From an optimization exercise on the open Yosys and OpenROAD flow, aimed at small area, a short achievable clock period and few clock cycles per item; shortcuts taken in it are not production practice.
Function was checked by simulation only, so behaviour that the tests miss may differ from the original.

Design sdeb_top, start of the top module:
module sdeb_top (
	input  logic clk,
	input  logic arst_n,
	input  logic in_valid,
	output logic in_stall,
	input  logic signed [15:0] in_x,
	input  logic signed [15:0] in_y,
	input  logic [15:0] in_energy,
	input  logic in_frame_start,
	output logic out_valid,
	input  logic out_stall,
	output logic [5:0] out_hit_bin,
	output logic [8:0] out_peak_angle,
	output logic [7:0] out_peak_level,
	input  logic cfg_we,
	input  logic [1:0] cfg_index,
	input  logic [7:0] cfg_data
);
	sdeb_pkg::in_item_t in_data;
	sdeb_pkg::out_item_t out_data;
	assign in_data.x_pos = in_x;
	assign in_data.y_pos = in_y;
	assign in_data.source_energy = in_energy;
	assign in_data.frame_start = in_frame_start;
	assign out_hit_bin = out_data.hit_bin;
	assign out_peak_angle = out_data.peak_angle;
	assign out_peak_level = out_data.peak_level;
	sound_direction_energy_bins #(.BIN_COUNT(36)) u_bins (
		.clk(clk), .arst_n(arst_n),
		.in_valid(in_valid), .in_stall(in_stall), .in_data(in_data),
		.out_valid(out_valid), .out_stall(out_stall), .out_data(out_data),
		.cfg_we(cfg_we), .cfg_index(cfg_index), .cfg_data(cfg_data)
	);
endmodule
For scale: roughly 1400 flip-flops, ~89 I/O pins, roughly 71000 µm² of cells after synthesis.
Settings: LEC_CHECK=0, CAP_MARGIN=20, CORE_MARGIN=2, CORE_UTILIZATION=48, CTS_BUF_LIST=sky130_fd_sc_hd__clkbuf_8, PLACE_DENSITY=0.65, SETUP_SLACK_MARGIN=3.0, SLEW_MARGIN=20; clock period 7.0 ns.
run.sh (not shown) runs the stock make flow with config.mk's settings and CLKGATE_MAP_FILE= SYNTH_SCRIPT=/design/flow/synth_recipe.tcl, a recipe that flattens the netlist after the stock synthesis.
The baseline passed the timing, design-rule and antenna checks.
Testbench counts at the start, summed over its fixed seeds: cycles 2,536, items 2,400.
Next try:
CORE_UTILIZATION = 55   (was 48)
PLACE_DENSITY = unset   (was 0.65)
=> Worst hold slack improves by 0.013 ns. Sequential cell count does not change. Die area fell by roughly a tenth. Clock skew fell by 0.035 ns. Worst setup slack improves by 0.20 ns. Via count fell slightly. Clock-buffer cell count fell by 9. Critical path depth rose by 11.
Next try:
CORE_UTILIZATION = 65   (was 55)
SETUP_SLACK_MARGIN = 4   (was 3.0)
Outcome: Critical path depth drops by 3. Synthesized cell count does not change. Die area drops by 15%. Area after synthesis stays the same. Sequential cell count stays the same. Worst setup slack loses 0.11 ns. Cell count climbs by 1.4%. Final area climbs by 9.7%. Routed wire length climbs by 12%. Via count climbs by 8.8%. Global-route usage climbs by 7.1 points.
Next try:
CORE_UTILIZATION = 55   (was 65)
SETUP_SLACK_MARGIN = 3.5   (was 4)
Effect: Clock-buffer cell count went up by 7; cell count is higher slightly; sequential share of layout area increases by 1.5 points; cell area goes down by a few percent; die area came out higher by about a fifth; via count falls by a few percent; wire length falls by a few percent; worst setup slack gains 0.097 ns.

========
sdeb_top, a different RTL version from the one above (not shown whole).
Size in the first run: roughly 7,500 cells after synthesis, ~1,500 flip-flops, about 89 I/O pins.
clock: 7.0 ns
lec_check: 0
cap_margin: 20
core_margin: 2
core_utilization: 40
cts_buf_list: sky130_fd_sc_hd__clkbuf_8
setup_slack_margin: 1.5
slew_margin: 20
Testbench counts at the start, summed over its fixed seeds: cycles 2,544, items 2,400.
Next try:
CORE_UTILIZATION = 55   (was 40)
SETUP_SLACK_MARGIN = 2.5   (was 1.5)
- clock skew went up by 0.012 ns
- synthesized area does not change
- synthesized cell count does not change
- design area decreases by 0.51%
- via count went down by 0.40%
- setup slack improves by 0.67 ns
- routed wire length drops by 2.3%
- critical path depth goes up by 2
- fmax increases by 15%
- hold slack barely changes

========
Setup of build 2:
RTL: one of the versions met above, not the one the previous note started from.
For scale: roughly 71,000 µm² of cells after synthesis.
==> flow/config.mk <==
export PLATFORM = sky130hd
export DESIGN_NAME = sdeb_top
export DESIGN_NICKNAME = sdeb_top
export VERILOG_FILES = /design/flow/design.v
export SDC_FILE = /design/flow/constraint.sdc
export NUM_CORES = 4
export LEC_CHECK = 0
export CAP_MARGIN = 20
export CORE_MARGIN = 2
export CORE_UTILIZATION = 55
export CTS_BUF_LIST = sky130_fd_sc_hd__clkbuf_8
export SETUP_SLACK_MARGIN = 2.5
export SLEW_MARGIN = 20
==> flow/constraint.sdc <==
create_clock -name core_clock -period 7.0 [get_ports {clk}]
set_input_delay 1.4000 -clock core_clock [delete_from_list [all_inputs] [get_ports {clk}]]
set_output_delay 1.4000 -clock core_clock [all_outputs]
set_load 0.01 [all_outputs]
Testbench counts of build 2, summed over its fixed seeds: cycles 2,536, items 2,400.
## Diff of input files: build 69 against build 2
# build 2
export LEC_CHECK = 0
export CAP_MARGIN = 20
export CORE_MARGIN = 2
export CORE_UTILIZATION = 55
export CTS_BUF_LIST = sky130_fd_sc_hd__clkbuf_8
export SETUP_SLACK_MARGIN = 2.5
export SLEW_MARGIN = 20
create_clock -name core_clock -period 7.0 [get_ports {clk}]
# build 69
export LEC_CHECK = 0
export CAP_MARGIN = 20
export CORE_MARGIN = 2
export CORE_UTILIZATION = 55
export CTS_BUF_LIST = sky130_fd_sc_hd__clkbuf_16
export CTS_CLUSTER_DIAMETER = 60
export CTS_CLUSTER_SIZE = 20
export SETUP_SLACK_MARGIN = 3.0
export SLEW_MARGIN = 20
create_clock -name core_clock -period 7.0 [get_ports {clk}]
==> comparison <==
Build 69 leaves more setup margin than build 2. Layout cell share with drive strength beyond 1 is higher on build 69. Of build 2 and build 69, the higher proportion of final cell area spent on non-clock buffers belongs to build 69. Sort build 2 and build 69 by share of cell area taken by multi-input logic gates, ascending, and build 2 comes first. Changes observed in build 69 relative to build 2: final cycle utilization of the critical path -5.2 points, cell depth of the worst setup path +1, first-iteration DRC count +192, cell count -about 1.4%.
Inputs modified between build 69 and build 8:
# build 69
export LEC_CHECK = 0
export CAP_MARGIN = 20
export CORE_MARGIN = 2
export CORE_UTILIZATION = 55
export CTS_BUF_LIST = sky130_fd_sc_hd__clkbuf_16
export CTS_CLUSTER_DIAMETER = 60
export CTS_CLUSTER_SIZE = 20
export SETUP_SLACK_MARGIN = 3.0
export SLEW_MARGIN = 20
create_clock -name core_clock -period 7.0 [get_ports {clk}]
# build 8
export LEC_CHECK = 0
export CAP_MARGIN = 20
export CORE_MARGIN = 2
export CORE_UTILIZATION = 55
export CTS_BUF_LIST = sky130_fd_sc_hd__clkbuf_16
export CTS_CLUSTER_DIAMETER = 60
export CTS_CLUSTER_SIZE = 20
export SETUP_SLACK_MARGIN = 2.5
export SLEW_MARGIN = 20
create_clock -name core_clock -period 7.0 [get_ports {clk}]
[summary]
- Build 8 finished end to end and its layout was clean on timing, DRC and antenna.
- Build 69 ended up with met4 as its highest routed metal layer; build 8 ended up with met5.
- Summary of build 8 over build 69: total number of H-tree levels now sits at about the same level; clock slew at the register clock pins of the worst setup and hold paths now sits at about the same level; global-route usage now sits at about the same level.
- Sort build 69 and build 8 by share of the clock period used by the worst path after layout, ascending, and build 69 comes first.
- Sequential share of layout area up 0.60 points in build 8 wrt build 69
- On number of cells on the critical path, the lower figure sits with build 8, not build 69.
- Build 8: largest net degree at the start of global routing lower than build 69
- Build 8 vs. build 69: final instance area went down by 1.8%.

==> re-timing with driven ports <==
The flow's constraints put no driver on any port. The routed layouts listed below were extracted and timed again, unchanged, in two steps. Step 1 sets driving cells, clkbuf_16 on the clock port and buf_2 on the other inputs (assumed; they add their load-dependent delay and slew). Step 2 also shifts input and output timing later by t, the mid clock arrival at the registers, as if the neighbouring blocks saw the same clock. Slacks: no drivers / after step 1 / after step 2; pairs: no drivers / after step 1.
| run | shift t [ns] | slack for setup (ns) | pins driven straight from the clock port |
|---|---|---|---|
| the first run of note 1 | 1.018 | 2.888 / 2.888 / 2.801 | 1 |
| the second run of note 1 | 1.005 | 3.084 / 3.084 / 3.084 | 1 |
| the third run of note 1 | 0.972 | 2.974 / 2.974 / 2.974 | 1 |
| the fourth run of note 1 | 0.998 | 3.070 / 3.070 / 3.070 | 1 |
| the first run of note 2 | 1.041 | 1.980 / 1.980 / 1.980 | 1 |
| the second run of note 2 | 1.016 | 2.654 / 2.654 / 2.654 | 1 |
| build 2 | 1.000 | 2.653 / 2.653 / 2.653 | 1 |
| build 69 | 0.815 | 3.018 / 3.018 / 3.018 | 1 |
| build 8 | 0.823 | 2.620 / 2.620 / 2.620 | 1 |
After both steps every run listed still meets setup and hold. For the first run of note 1, which loses most, drivers alone change the setup slack by 0.000 ns; drivers and shift together by -0.087 ns.
